Background: an optimization exercise with open tools, aiming at small area, a short achievable clock period and few clock cycles per item. Do not read the settings as production practice. RTL that was checked went through simulation tests only; none was proved equivalent to the original. Power is estimated from default activity; no workload was simulated.

==> flow/design.v <==
`timescale 1ns/10ps
`default_nettype none
module dt_times2 (
    input  wire [63:0] x,
    output reg  [63:0] y
);
    wire [10:0] e = x[62:52];
    always @(*) begin
        if (e == 11'd0)
            y = {x[63], x[61:0], 1'b0};           
        else if (e == 11'h7ff)
            y = x;                                
        else if (e == 11'h7fe)
            y = {x[63], 11'h7ff, 52'd0};          
        else
            y = {x[63], e + 11'd1, x[51:0]};
    end
endmodule
module dt_three_half_pre (
    input  wire [62:0] p,
    output wire        k2,
    output wire        big
);
    wire [52:0] m = {p[62:52] != 11'd0, p[51:0]};
    assign k2  = (m >= 53'h15555555555556);
    assign big = (m >= 53'h15555555555555);
endmodule
module dt_three_half (
    input  wire [62:0] p,
    input  wire        k2,
    input  wire        big,
    output wire [63:0] lo,       
    input  wire [63:0] lo_q,     
    output wire [62:0] y         
);
    wire [10:0] e   = p[62:52];
    wire        ez  = (e == 11'd0);
    wire [52:0] m   = {~ez, p[51:0]};
    wire        inf = (e == 11'h7ff) | (big & (e == 11'h7fe));
    wire [28:0] s_lo = {1'b0, m[26:0], 1'b1} + {1'b0, m[27:0]} + {28'd0, k2};
    wire [27:0] s_l  = s_lo[27:0];
    wire [25:0] fr_l = big ? s_l[27:2] : s_l[26:1];
    wire        tie  = k2 ? (m[1:0] == 2'b10) : m[0];
    wire [25:0] fr_f = inf ? 26'd0 : {fr_l[25:1], fr_l[0] & ~tie};
    assign lo = {s_lo[28], s_l[27], 36'd0, fr_f};
    wire [26:0] s_h  = {1'b0, m[52:27]} + {2'b00, m[52:28]} + {26'd0, lo_q[63]};
    wire [25:0] fr_h = big ? s_h[25:0] : {s_h[24:0], lo_q[62]};
    wire [10:0] ex   = big ? e + 11'd1 : (ez ? {10'd0, s_h[25]} : e);
    assign y = inf ? {11'h7ff, 52'd0} : {ex, fr_h, lo_q[25:0]};
endmodule
`default_nettype wire
`timescale 1ns/10ps
`default_nettype none
module dt_coef_top (
    input  wire                   clk,
    input  wire                   rst_n,
    input  wire                   start,
    input  wire [64-1:0]   delta_t,
    output wire                   mul_req_valid,
    input  wire                   mul_req_ready,
    output wire [64-1:0]   mul_req_a,
    output wire [64-1:0]   mul_req_b,
    input  wire                   mul_resp_valid,
    output wire                   mul_resp_ready,
    input  wire [64-1:0]   mul_resp_y,
    output wire [64-1:0]   coef_delta_t2,
    output wire [64-1:0]   coef_dt2,
    output wire [64-1:0]   coef_half_dt2,
    output wire [64-1:0]   coef_three2_dt2,
    output wire [64-1:0]   coef_half_dt3,
    output wire [64-1:0]   coef_third_dt3,
    output wire [64-1:0]   coef_sixth_dt3,
    output wire [64-1:0]   coef_two3_dt3,
    output wire [64-1:0]   coef_quarter_dt4,
    output wire [64-1:0]   coef_sixth_dt4,
    output wire [64-1:0]   coef_twelfth_dt4,
    output wire [64-1:0]   coef_five12_dt4,
    output wire                   done,
    output wire                   valid
);
    reg  [63:0] ra;           
    reg  [63:0] rb;           
    reg  [63:0] xq;           
    reg  [62:0] dt2_q, half2_q, half3_q, third3_q, sixth3_q, two3_q;
    reg  [62:0] quart4_q, sixth4_q, twelf4_q;
    reg         k2_q;         
    reg         big_q;        
    reg         t3_st2;       
    reg         req_q;        
    reg         busy_q;       
    reg         drop_q;       
    reg         pend_q;       
    reg         fast_q;       
    reg  [3:0]  step;         
    reg         done_q;
    reg         valid_q;
    wire        take     = req_q & mul_req_ready;
    wire        held     = req_q & ~mul_req_ready;      
    wire        resp     = mul_resp_valid;
    wire        good     = resp & ~drop_q;
    wire        fresh    = start & ~held;               
    wire        stash    = start & held;
    wire        recopy   = resp & drop_q & pend_q;      
    wire        last     = (step == 4'd11);
    wire        fin      = good & last;
    wire [63:0] y        = mul_resp_y;
    wire [10:0] ye       = y[62:52];
    wire [10:0] ye_m1    = ye - 11'd1;
    wire [10:0] ye_m2    = ye - 11'd2;
    wire [10:0] ye_p1    = ye + 11'd1;
    reg  [3:0]  nstep;
    always @(*) begin
        if (step == 4'd15)
            nstep = 4'd0;
        else if (!fast_q)
            nstep = step + 4'd1;
        else begin
            case (step)
                4'd0:     nstep = 4'd2;
                4'd2:     nstep = 4'd4;
                4'd4: nstep = 4'd7;
                4'd7:     nstep = 4'd9;
                default:   nstep = 4'd11;
            endcase
        end
    end
    reg  [63:0] bnext;
    always @(*) begin
        case (nstep)
            4'd1,
            4'd3:  bnext = 64'h3fe0_0000_0000_0000;
            4'd4: bnext = 64'h3fd5_5555_5555_5555;
            4'd5,
            4'd9: bnext = 64'h3fc5_5555_5555_5555;
            4'd6:   bnext = 64'h3fe5_5555_5555_5555;
            4'd8: bnext = 64'h3fd0_0000_0000_0000;
            4'd10: bnext = 64'h3fb5_5555_5555_5555;
            4'd11: bnext = 64'h3fda_aaaa_aaaa_aaab;
            default:   bnext = xq;               
        endcase
    end
    wire ra_from_y = (step == 4'd0) | (step == 4'd2) | (step == 4'd7) |
                     (step == 4'd15) | last;
    wire [63:0] x2;
    wire [62:0] three2;
    wire        k2_d, big_d;
    dt_times2 x2_i (
        .x (xq),
        .y (x2)
    );
    dt_three_half_pre t3p_i (
        .p   (dt2_q),
        .k2  (k2_d),
        .big (big_d)
    );
    wire [63:0] three2_lo;
    dt_three_half t3_i (
        .p    (dt2_q),
        .k2   (k2_q),
        .big  (big_q),
        .lo   (three2_lo),
        .lo_q (rb),
        .y    (three2)
    );
    always @(posedge clk) begin
        k2_q  <= k2_d;
        big_q <= big_d;
    end
    always @(posedge clk or negedge rst_n) begin
        if (!rst_n) begin
            req_q   <= 1'b0;
            busy_q  <= 1'b0;
            drop_q  <= 1'b0;
            pend_q  <= 1'b0;
            done_q  <= 1'b0;
            valid_q <= 1'b0;
        end else begin
            if (take)
                busy_q <= 1'b1;
            else if (resp)
                busy_q <= 1'b0;
            if (fresh) begin
                drop_q <= (busy_q & ~resp) | take;
                req_q  <= ~((busy_q & ~resp) | take);
                pend_q <= 1'b0;
            end else begin
                if (stash)
                    pend_q <= 1'b1;
                else if (resp & drop_q)
                    pend_q <= 1'b0;
                if (take & pend_q)
                    drop_q <= 1'b1;
                else if (resp)
                    drop_q <= 1'b0;
                if (take)
                    req_q <= 1'b0;
                else if (resp & drop_q)
                    req_q <= 1'b1;
                else if (good)
                    req_q <= ~last;
            end
            if (start) begin
                done_q  <= 1'b0;
                valid_q <= 1'b0;
            end else begin
                done_q <= fin;
                if (fin)
                    valid_q <= 1'b1;
            end
        end
    end
    always @(posedge clk) begin
        if (start)
            fast_q <= (delta_t[62:52] >= 11'd773) && (delta_t[62:52] <= 11'd1273);
        if (fresh)
            step <= 4'd0;
        else if (recopy)
            step <= 4'd15;
        else if (good & ~last)
            step <= nstep;
    end
    always @(posedge clk) begin
        if (fresh)
            ra <= delta_t;
        else if (recopy)
            ra <= 64'h3ff0_0000_0000_0000;
        else if (good & ra_from_y)
            ra <= y;
        if (fresh)
            rb <= delta_t;
        else if (recopy)
            rb <= xq;
        else if (good & ~last)
            rb <= bnext;
        else if (take & last)
            rb <= three2_lo;
        else if (t3_st2)
            rb <= {1'b0, three2};
        t3_st2 <= take & last & ~start;
        if (start)
            xq <= delta_t;
        else if (good & (step == 4'd7))
            xq <= x2;
        if (good & (step == 4'd0))
            dt2_q <= y[62:0];
        if (good & ((step == 4'd0) | (step == 4'd1)))
            half2_q <= {fast_q ? ye_m1 : ye, y[51:0]};
        if (good & ((step == 4'd2) & fast_q | (step == 4'd3)))
            half3_q <= {fast_q ? ye_m1 : ye, y[51:0]};
        if (good & (step == 4'd4))
            third3_q <= y[62:0];
        if (good & ((step == 4'd4) & fast_q | (step == 4'd5)))
            sixth3_q <= {fast_q ? ye_m1 : ye, y[51:0]};
        if (good & ((step == 4'd4) & fast_q | (step == 4'd6)))
            two3_q <= {fast_q ? ye_p1 : ye, y[51:0]};
        if (good & ((step == 4'd7) & fast_q | (step == 4'd8)))
            quart4_q <= {fast_q ? ye_m2 : ye, y[51:0]};
        if (good & (step == 4'd9))
            sixth4_q <= y[62:0];
        if (good & ((step == 4'd9) & fast_q | (step == 4'd10)))
            twelf4_q <= {fast_q ? ye_m1 : ye, y[51:0]};
    end
    assign mul_req_valid    = req_q;
    assign mul_req_a        = ra;
    assign mul_req_b        = rb;
    assign mul_resp_ready   = 1'b1;
    assign coef_delta_t2    = xq;
    assign coef_dt2         = {1'b0, dt2_q};
    assign coef_half_dt2    = {1'b0, half2_q};
    assign coef_three2_dt2  = rb;
    assign coef_half_dt3    = {xq[63], half3_q};
    assign coef_third_dt3   = {xq[63], third3_q};
    assign coef_sixth_dt3   = {xq[63], sixth3_q};
    assign coef_two3_dt3    = {xq[63], two3_q};
    assign coef_quarter_dt4 = {1'b0, quart4_q};
    assign coef_sixth_dt4   = {1'b0, sixth4_q};
    assign coef_twelfth_dt4 = {1'b0, twelf4_q};
    assign coef_five12_dt4  = ra;
    assign done             = done_q;
    assign valid            = valid_q;
endmodule
`default_nettype wire
clock: 5.0 ns
lec_check: 0
abc_clock_period_in_ps: 2300
cap_margin: 20
core_margin: 2
core_utilization: 35
setup_slack_margin: 2.7
slew_margin: 20
run.sh (not shown) runs the stock make flow with config.mk's settings and CLKGATE_MAP_FILE= SYNTH_SCRIPT=/design/flow/synth_recipe.tcl, a recipe that flattens the netlist after the stock synthesis.
Edit:
--- a/flow/design.v
+++ b/flow/design.v
@@ -29,24 +29,17 @@
     input  wire [62:0] p,
     input  wire        k2,
     input  wire        big,
-    output wire [63:0] lo,       
-    input  wire [63:0] lo_q,     
-    output wire [62:0] y         
+    output wire [62:0] y
 );
     wire [10:0] e   = p[62:52];
     wire        ez  = (e == 11'd0);
     wire [52:0] m   = {~ez, p[51:0]};
+    wire [54:0] s   = {1'b0, m, 1'b1} + {2'b00, m} + {54'd0, k2};
+    wire [51:0] fr  = big ? s[53:2] : s[52:1];
+    wire        tie = k2 ? (m[1:0] == 2'b10) : m[0];
+    wire [10:0] ex  = big ? e + 11'd1 : (ez ? {10'd0, s[53]} : e);
     wire        inf = (e == 11'h7ff) | (big & (e == 11'h7fe));
-    wire [28:0] s_lo = {1'b0, m[26:0], 1'b1} + {1'b0, m[27:0]} + {28'd0, k2};
-    wire [27:0] s_l  = s_lo[27:0];
-    wire [25:0] fr_l = big ? s_l[27:2] : s_l[26:1];
-    wire        tie  = k2 ? (m[1:0] == 2'b10) : m[0];
-    wire [25:0] fr_f = inf ? 26'd0 : {fr_l[25:1], fr_l[0] & ~tie};
-    assign lo = {s_lo[28], s_l[27], 36'd0, fr_f};
-    wire [26:0] s_h  = {1'b0, m[52:27]} + {2'b00, m[52:28]} + {26'd0, lo_q[63]};
-    wire [25:0] fr_h = big ? s_h[25:0] : {s_h[24:0], lo_q[62]};
-    wire [10:0] ex   = big ? e + 11'd1 : (ez ? {10'd0, s_h[25]} : e);
-    assign y = inf ? {11'h7ff, 52'd0} : {ex, fr_h, lo_q[25:0]};
+    assign y = inf ? {11'h7ff, 52'd0} : {ex, fr[51:1], fr[0] & ~tie};
 endmodule
 `default_nettype wire
 `timescale 1ns/10ps
@@ -85,7 +78,6 @@
     reg  [62:0] quart4_q, sixth4_q, twelf4_q;
     reg         k2_q;         
     reg         big_q;        
-    reg         t3_st2;       
     reg         req_q;        
     reg         busy_q;       
     reg         drop_q;       
@@ -153,14 +145,11 @@
         .k2  (k2_d),
         .big (big_d)
     );
-    wire [63:0] three2_lo;
     dt_three_half t3_i (
-        .p    (dt2_q),
-        .k2   (k2_q),
-        .big  (big_q),
-        .lo   (three2_lo),
-        .lo_q (rb),
-        .y    (three2)
+        .p   (dt2_q),
+        .k2  (k2_q),
+        .big (big_q),
+        .y   (three2)
     );
     always @(posedge clk) begin
         k2_q  <= k2_d;
@@ -230,13 +219,8 @@
             rb <= delta_t;
         else if (recopy)
             rb <= xq;
-        else if (good & ~last)
-            rb <= bnext;
-        else if (take & last)
-            rb <= three2_lo;
-        else if (t3_st2)
-            rb <= {1'b0, three2};
-        t3_st2 <= take & last & ~start;
+        else if (good)
+            rb <= last ? {1'b0, three2} : bnext;
         if (start)
             xq <= delta_t;
         else if (good & (step == 4'd7))
What happened: The new run finished clean; power grows by 8.8%; setup slack gets worse by 160 ps; critical path depth climbs by 1; count of clock-buffer cells in the layout grows by 2; final cell count rose by 0.84%; utilization climbs by 0.90 points; global-route usage goes up by 0.80 points.
No functional check of the RTL was part of any run of this note.

---

## 11-26
dt_coef_top, a different RTL version from the one above (not shown whole).
For scale: ~1,000 I/O pins.
==> module dt_ks_add, before the edit <==
module dt_ks_add #(
    parameter W = 18
) (
    input  wire [W-1:0] a,
    input  wire [W-1:0] b,
    input  wire         cin,
    output wire [W:0]   s        
);
    localparam L = 5;            
    wire [W:0] g0 = {a & b, cin};
    wire [W:0] p0 = {a ^ b, 1'b0};
    wire [W:0] g [0:L];
    wire [W:0] p [0:L];
    assign g[0] = g0;
    assign p[0] = p0;
    genvar l, k;
    generate
        for (l = 0; l < L; l = l + 1) begin : g_lvl
            for (k = 0; k <= W; k = k + 1) begin : g_bit
                if (k >= (1 << l)) begin : g_op
                    assign g[l+1][k] = g[l][k] | (p[l][k] & g[l][k - (1 << l)]);
                    assign p[l+1][k] = p[l][k] & p[l][k - (1 << l)];
                end else begin : g_pass
                    assign g[l+1][k] = g[l][k];
                    assign p[l+1][k] = p[l][k];
                end
            end
        end
    endgenerate
    assign s = {g[L][W], p0[W:1] ^ g[L][W-1:0]};
endmodule
Settings: LEC_CHECK=0, ABC_CLOCK_PERIOD_IN_PS=2300, CAP_MARGIN=20, CORE_MARGIN=2, CORE_UTILIZATION=35, SETUP_SLACK_MARGIN=2.4, SLEW_MARGIN=20, TNS_END_PERCENT=10; clock period 5.0 ns.
standard.sh (not shown) runs the stock make flow with config.mk's settings and CLKGATE_MAP_FILE= SYNTH_SCRIPT=/design/flow/synth_recipe.tcl, a recipe that flattens the netlist after the stock synthesis.
==> flow/flow/run.sh <==
#!/bin/bash
set -o pipefail
export BUFFER_PORTS_ARGS="-buffer_cell sky130_fd_sc_hd__buf_1"
bash standard.sh > standard_flow.log 2>&1
Testbench counts of 11-26, summed over its fixed seeds: cycles 4,040, sequences 192.
Setup changes, 11-26 to 03-27
--- a/flow/design.v
+++ b/flow/design.v
@@ -162,11 +162,11 @@
     input  wire [W-1:0] a,
     input  wire [W-1:0] b,
     input  wire         cin,
     output wire [W:0]   s        
 );
-    localparam L = 5;            
+    localparam L = $clog2(W + 1);
     wire [W:0] g0 = {a & b, cin};
     wire [W:0] p0 = {a ^ b, 1'b0};
     wire [W:0] g [0:L];
     wire [W:0] p [0:L];
     assign g[0] = g0;
Findings:
- Re final worst setup slack: no difference whatsoever between 03-27 and 11-26.
- For core utilization of the finished layout, 11-26 and 03-27 come out practically identical.
- For total non-filler cell area in the finished layout, 11-26 and 03-27 come out practically identical.
- Reported for 11-26 and 03-27, total power consumption of the routed design turned out identical to the last digit.
- Number of buffer cells added on primary ports: 11-26 vs 03-27 identical
The RTL of 03-27 was laid out without a check of its function.

==> what the ideal ports hide <==
Ports are ideal in the flow. The routed layouts listed here were re-timed in OpenROAD.
Step 1: set_driving_cell puts a clkbuf_16 on clk and a buf_2 on each other input, an assumption about the parent block.
Step 2 moves the port delays by t, midway between the first and last clock arrival at a register: inputs arrive t later, outputs are due t later. That takes back most of the time a late clock gives input paths.
a / b / c = ideal ports / drivers / drivers and shift; a / b = the first two.
run	t (ns)	setup slack, ns	worst data-port slew with drivers (ns)	cell pins on the clock port's net
the first run of note 1	0.722	1.659 / 1.659 / 1.516	0.18	1
the second run of note 1	0.740	1.497 / 1.497 / 1.497	0.23	1
11-26	0.765	1.851 / 1.851 / 1.378	0.18	1
03-27	0.765	1.851 / 1.851 / 1.378	0.18	1
After both steps every run listed still meets setup and hold.
